Context: an optimization exercise on an open-source flow, tuned for small area. The choices shown serve that exercise and are no tape-out recipe.
Only simulation tests tie the RTL to the original design; equivalence was not proved.
Power figures rest on the tool's default switching activity, not on a simulated workload.

Setup of alpha:
==> flow/design.v (excerpt) <==
module sgd_top (
    input  wire        clk,
    input  wire        rst_n,
    input  wire        start,
    input  wire [15:0] mini_batch_size,
    input  wire [15:0] number_of_samples,
    input  wire [15:0] number_of_epochs,
    input  wire [4:0]  step_shift,
    input  wire [31:0] sample_features,
    input  wire [31:0] sample_label,
    input  wire        sample_valid,
    output wire        sample_ready,
    output wire [31:0] x_out_data,
    output wire        x_out_valid,
    input  wire        x_out_ready,
    output wire        x_out_last,
    output wire        done
);
For scale: roughly 1200 cells after synthesis, roughly 160 I/O pins.
Settings: LEC_CHECK=0, CAP_MARGIN=20, CORE_MARGIN=2, CORE_UTILIZATION=65, SLEW_MARGIN=20; clock period 10.0 ns.
standard.sh (not shown) runs the stock make flow with config.mk's settings and CLKGATE_MAP_FILE= SYNTH_SCRIPT=/design/flow/synth_recipe.tcl, a recipe that flattens the netlist after the stock synthesis.
==> flow/flow/run.sh <==
#!/bin/bash
# The standard layout (standard.sh), with three changes:
#  - synthesis maps the logic with an area-oriented ABC script, and skips
#    the quick ABC pass before the full adders are extracted;
#  - ports are buffered with the smallest buffer;
#  - the clock tree uses small buffers and no dummy loads.
set -euo pipefail
W="$(cd "$(dirname "$0")/.." && pwd)"
cd "$W"
export FLOW_WORK="$W"
export FLOW_ABC_SCRIPT="$W/flow/abc_area.script"
bash standard.sh \
  SYNTH_SCRIPT="$W/flow/synth_area.tcl" SYNTH_ARGS=-noabc \
  BUFFER_PORTS_ARGS="-buffer_cell sky130_fd_sc_hd__buf_1" \
  CTS_ARGS="-sink_clustering_enable -repair_clock_nets -dont_use_dummy_load -buf_list sky130_fd_sc_hd__clkbuf_8 -sink_clustering_size 16 -sink_clustering_max_diameter 35" \
  finish > "$W/flow_make.log" 2>&1
==> flow/flow/abc_area.script <==
&get -n
&st
&dch
&nf -a
&st
&syn2
&if -g -K 6
&synch2
&nf -a
&st
&dch
&nf -a
&put
topo
stime -c
==> flow/flow/synth_area.tcl <==
# The standard synthesis (synth_recipe.tcl), with ABC's mapping of the
# logic aimed at area (abc_area.script beside this file) instead of delay.
# Registers, their names and their cells are those of the standard synthesis.
proc abc {args} {
  set i [lsearch -exact $args -script]
  if {$i >= 0} {
    lset args [expr {$i + 1}] $::env(FLOW_ABC_SCRIPT)
  }
  yosys abc {*}$args
}
source $::env(FLOW_WORK)/synth_recipe.tcl
What beta does differently from alpha at the input level:
-- flow/flow/run.sh --
<<< alpha, line 14
  BUFFER_PORTS_ARGS="-buffer_cell sky130_fd_sc_hd__buf_1" \
  CTS_ARGS="-sink_clustering_enable -repair_clock_nets -dont_use_dummy_load -buf_list sky130_fd_sc_hd__clkbuf_8 -sink_clustering_size 16 -sink_clustering_max_diameter 35" \
  finish > "$W/flow_make.log" 2>&1
>>> beta, line 14
  BUFFER_PORTS_ARGS="-buffer_cell sky130_fd_sc_hd__buf_1" \
  CTS_ARGS="-sink_clustering_enable -repair_clock_nets -dont_use_dummy_load -buf_list sky130_fd_sc_hd__clkbuf_16 -sink_clustering_size 40 -sink_clustering_max_diameter 60" \
  finish > "$W/flow_make.log" 2>&1
--- outcome ---
Every stage of the flow completed for beta, and the final layout passed the timing, DRC and antenna checks.
Diff alpha and beta: post-route total power higher in beta
The area of all placed cells without fillers of beta and that of alpha are within noise of each other.
Looking at upper clock frequency limit, beta sits about 0.57% lower than alpha does.
In terms of global-route usage, beta and alpha differ only marginally.
Delta(setup slack, beta - alpha) < 0
There was hardly any difference in core utilization between beta and alpha.
The following lists how gamma was set up differently from beta:
-- flow/flow/run.sh --
<<< beta, line 14
  BUFFER_PORTS_ARGS="-buffer_cell sky130_fd_sc_hd__buf_1" \
  CTS_ARGS="-sink_clustering_enable -repair_clock_nets -dont_use_dummy_load -buf_list sky130_fd_sc_hd__clkbuf_16 -sink_clustering_size 40 -sink_clustering_max_diameter 60" \
  finish > "$W/flow_make.log" 2>&1
>>> gamma, line 14
  BUFFER_PORTS_ARGS="-buffer_cell sky130_fd_sc_hd__buf_1" \
  CTS_ARGS="-sink_clustering_enable -repair_clock_nets -dont_use_dummy_load -buf_list sky130_fd_sc_hd__clkbuf_4 -sink_clustering_size 12 -sink_clustering_max_diameter 35" \
  finish > "$W/flow_make.log" 2>&1
==> results.txt <==
The final layout from beta, which completed every stage, passed the timing, DRC and antenna checks at the end of the flow. The final layout from gamma, which completed every stage, passed the timing, DRC and antenna checks at the end of the flow. Diff beta and gamma: routed wire length lower in gamma. Final antenna diode count (lower): beta. In gamma, total of clock buffers placed in the layout is higher than in beta. In the tables for beta and gamma, fraction of power spent switching nets reads higher with gamma. The lower non-filler instance count after layout came out of beta. Taking beta as the reference, in gamma maximum clock frequency saw an increase, internal cell power shrank by about 9%.
## Diff of input files: delta against gamma
-- flow/flow/run.sh --
<<< gamma, line 14
  BUFFER_PORTS_ARGS="-buffer_cell sky130_fd_sc_hd__buf_1" \
  CTS_ARGS="-sink_clustering_enable -repair_clock_nets -dont_use_dummy_load -buf_list sky130_fd_sc_hd__clkbuf_4 -sink_clustering_size 12 -sink_clustering_max_diameter 35" \
  finish > "$W/flow_make.log" 2>&1
>>> delta, line 14
  BUFFER_PORTS_ARGS="-buffer_cell sky130_fd_sc_hd__buf_1" \
  CTS_ARGS="-sink_clustering_enable -repair_clock_nets -dont_use_dummy_load -buf_list sky130_fd_sc_hd__clkbuf_4 -sink_clustering_size 10 -sink_clustering_max_diameter 30" \
  finish > "$W/flow_make.log" 2>&1
Results
All of gamma and delta finish clean.
delta reports a higher signed area change from the synthesized netlist to the final layout than gamma does.
Comparing gamma and delta, the higher worst hold margin was measured on gamma.
Between delta and gamma, the combinational power figures differ only marginally.
In the reports for gamma and delta, the larger setup slack belongs to delta.

* * *

Setup of job 101:
sgd_top, a different RTL version from the one above (not shown whole).
Size in the first run: ~1100 cells after synthesis, roughly 160 I/O pins.
clock: 10.0 ns
lec_check: 0
cap_margin: 20
core_margin: 2
core_utilization: 80
slew_margin: 20
==> flow/flow/run.sh <==
#!/bin/bash
# The standard layout (standard.sh, all its steps), with these changes:
#  - synthesis is synth_recipe.tcl with ABC's logic mapping aimed at area
#    (synth_area.tcl, abc_area.script), and yosys synth's quick ABC pass
#    skipped (-noabc) so the full adders are extracted as written; the
#    registers, their names and cells are those of the standard synthesis;
#  - ports are buffered with sky130_fd_sc_hd__buf_1;
#  - the clock tree uses clkbuf_4 buffers in small clusters, no dummy loads.
# make's output goes to flow_make.log; ORFS's own logs are under orfs/logs.
set -euo pipefail
W="$(cd "$(dirname "$0")/.." && pwd)"
cd "$W"
export FLOW_WORK="$W"
export FLOW_ABC_SCRIPT="$W/flow/abc_area.script"
bash standard.sh \
  SYNTH_SCRIPT="$W/flow/synth_area.tcl" SYNTH_ARGS=-noabc \
  BUFFER_PORTS_ARGS="-buffer_cell sky130_fd_sc_hd__buf_1" \
  CTS_ARGS="-sink_clustering_enable -repair_clock_nets -dont_use_dummy_load -buf_list sky130_fd_sc_hd__clkbuf_8 -sink_clustering_size 20 -sink_clustering_max_diameter 30" \
  finish > "$W/flow_make.log" 2>&1
==> flow/flow/abc_area.script <==
&get -n
&st
&syn2
&dch -f
&nf -a -F 20 -A 20 -E 100
&put
mfs2 -a
&get -n
&st
&dch -f
&nf -a -F 20 -A 20 -E 100
&put
topo
stime -c
Scripts as last shown in full above: flow/flow/synth_area.tcl
Job 101: flow completed, timing, DRC and antenna clean
#### Input delta (job 102 over job 101)
--- a/flow/flow/run.sh
+++ b/flow/flow/run.sh
@@ -17,3 +17,3 @@
   BUFFER_PORTS_ARGS="-buffer_cell sky130_fd_sc_hd__buf_1" \
-  CTS_ARGS="-sink_clustering_enable -repair_clock_nets -dont_use_dummy_load -buf_list sky130_fd_sc_hd__clkbuf_8 -sink_clustering_size 20 -sink_clustering_max_diameter 30" \
+  CTS_ARGS="-sink_clustering_enable -repair_clock_nets -dont_use_dummy_load -buf_list sky130_fd_sc_hd__clkbuf_4 -sink_clustering_size 10 -sink_clustering_max_diameter 30" \
   finish > "$W/flow_make.log" 2>&1
Results
- Layout cell share with drive strength beyond 1 was higher in the run labelled job 102.
- Relative to job 101, the final cell area reported for job 102 is lower.
- Clock power delta for job 102 relative to job 101: about 23% lower
- Changes observed in job 102 relative to job 101: clock network fraction of design power dropped 5.3 points; worst voltage drop across the vdd grid dropped 25%.
- Job 102 finished every step from synthesis to the final layout, and the layout passed the timing, DRC and antenna checks.
- Job 101 has completed all stages; timing, DRC and antenna checks passed.
- From job 101 to job 102 the numbers moved as follows: wire length lower, final design utilization went down.
## Diff of input files: job 103 against job 102
--- a/flow/flow/run.sh
+++ b/flow/flow/run.sh
@@ -17,3 +17,3 @@
   BUFFER_PORTS_ARGS="-buffer_cell sky130_fd_sc_hd__buf_1" \
-  CTS_ARGS="-sink_clustering_enable -repair_clock_nets -dont_use_dummy_load -buf_list sky130_fd_sc_hd__clkbuf_4 -sink_clustering_size 10 -sink_clustering_max_diameter 30" \
+  CTS_ARGS="-sink_clustering_enable -repair_clock_nets -dont_use_dummy_load -buf_list sky130_fd_sc_hd__clkbuf_4 -sink_clustering_size 14 -sink_clustering_max_diameter 25" \
   finish > "$W/flow_make.log" 2>&1
Findings:
Job 103 finished every step from synthesis to the final layout, and the layout passed the timing, DRC and antenna checks. Compared job 102 against job 103; worst hold-check slack within noise. Changes observed in job 103 relative to job 102: wire length reported by the detailed router went down; total power went up. Job 103 ends up with a global-route usage that is 0.40 points lower than in job 102. Post-layout instance area delta (job 103 − job 102): unfavourable. Insertion delay to the later sink of the worst-skew pair: job 102 and job 103 compared, lower one is job 103.
[inputs] job 104 vs job 103
--- a/flow/flow/run.sh
+++ b/flow/flow/run.sh
@@ -17,3 +17,3 @@
   BUFFER_PORTS_ARGS="-buffer_cell sky130_fd_sc_hd__buf_1" \
-  CTS_ARGS="-sink_clustering_enable -repair_clock_nets -dont_use_dummy_load -buf_list sky130_fd_sc_hd__clkbuf_4 -sink_clustering_size 14 -sink_clustering_max_diameter 25" \
+  CTS_ARGS="-sink_clustering_enable -repair_clock_nets -dont_use_dummy_load -buf_list sky130_fd_sc_hd__clkbuf_4 -sink_clustering_size 10 -sink_clustering_max_diameter 30" \
   finish > "$W/flow_make.log" 2>&1
--- a/flow/config.mk
+++ b/flow/config.mk
@@ -10,2 +10,4 @@
 export CORE_UTILIZATION = 80
+export GPL_ROUTABILITY_DRIVEN = 0
+export GPL_TIMING_DRIVEN = 0
 export SLEW_MARGIN = 20
==> comparison <==
Job 104 vs job 103 on transition time at the pin with the least slew margin: job 104 is the higher one. Job 103 has lower final cycle utilization of the critical path than job 104. Compared job 104 against job 103; fraction of standard cell area in multi-input logic within noise. Going from job 103 to job 104, final cell count shrank slightly. Between job 103 and job 104, the flow reports overall power decreasing slightly. Job 103 -> job 104: hold slack flat. Finished layout cell area of job 103 is on par with job 104. Changes observed in job 104 relative to job 103: combinational power shows no meaningful change, sequential share of layout area shows a reduction of 0.17 points, met3 capacity usage during global routing shows a reduction of 2.3 points.

[afterwards: timing with drivers on the ports]
How much do the figures lean on ideal ports? The routed layouts below were timed once more, with nothing changed but the port constraints.
Step 1: set_driving_cell puts a clkbuf_16 on clk and a buf_2 on each other input, an assumption about the parent block.
Step 2 adds t to the input delays and takes it off the output delays; t is the mean of the earliest and latest rising clock arrival at the registers after step 1. Input paths then give back, and output paths get back, about the clock's delay inside the block.
Slacks: ideal / step 1 / step 2; pairs: ideal / step 1.
run | shift t [ns] | setup WS [ns] | latest minus earliest clock arrival (ns) | worst register clock-pin slew, ns
alpha | 0.603 | 3.442 / 3.442 / 3.382 | 0.064 / 0.065 | 0.09 / 0.09
beta | 0.597 | 3.405 / 3.405 / 3.362 | 0.051 / 0.051 | 0.10 / 0.10
gamma | 0.714 | 3.439 / 3.439 / 3.409 | 0.097 / 0.097 | 0.12 / 0.12
delta | 0.701 | 3.481 / 3.481 / 3.405 | 0.096 / 0.096 | 0.11 / 0.11
job 101 | 0.619 | 3.481 / 3.481 / 3.366 | 0.065 / 0.066 | 0.10 / 0.10
job 102 | 0.736 | 3.523 / 3.523 / 3.421 | 0.110 / 0.110 | 0.12 / 0.12
job 103 | 0.717 | 3.494 / 3.494 / 3.385 | 0.076 / 0.076 | 0.12 / 0.12
job 104 | 0.699 | 3.428 / 3.428 / 3.206 | 0.075 / 0.075 | 0.11 / 0.11
After both steps setup and hold are still met in every run listed. The setup slack of job 104, which loses most, moves by 0.000 ns with the drivers and by -0.222 ns with both steps.
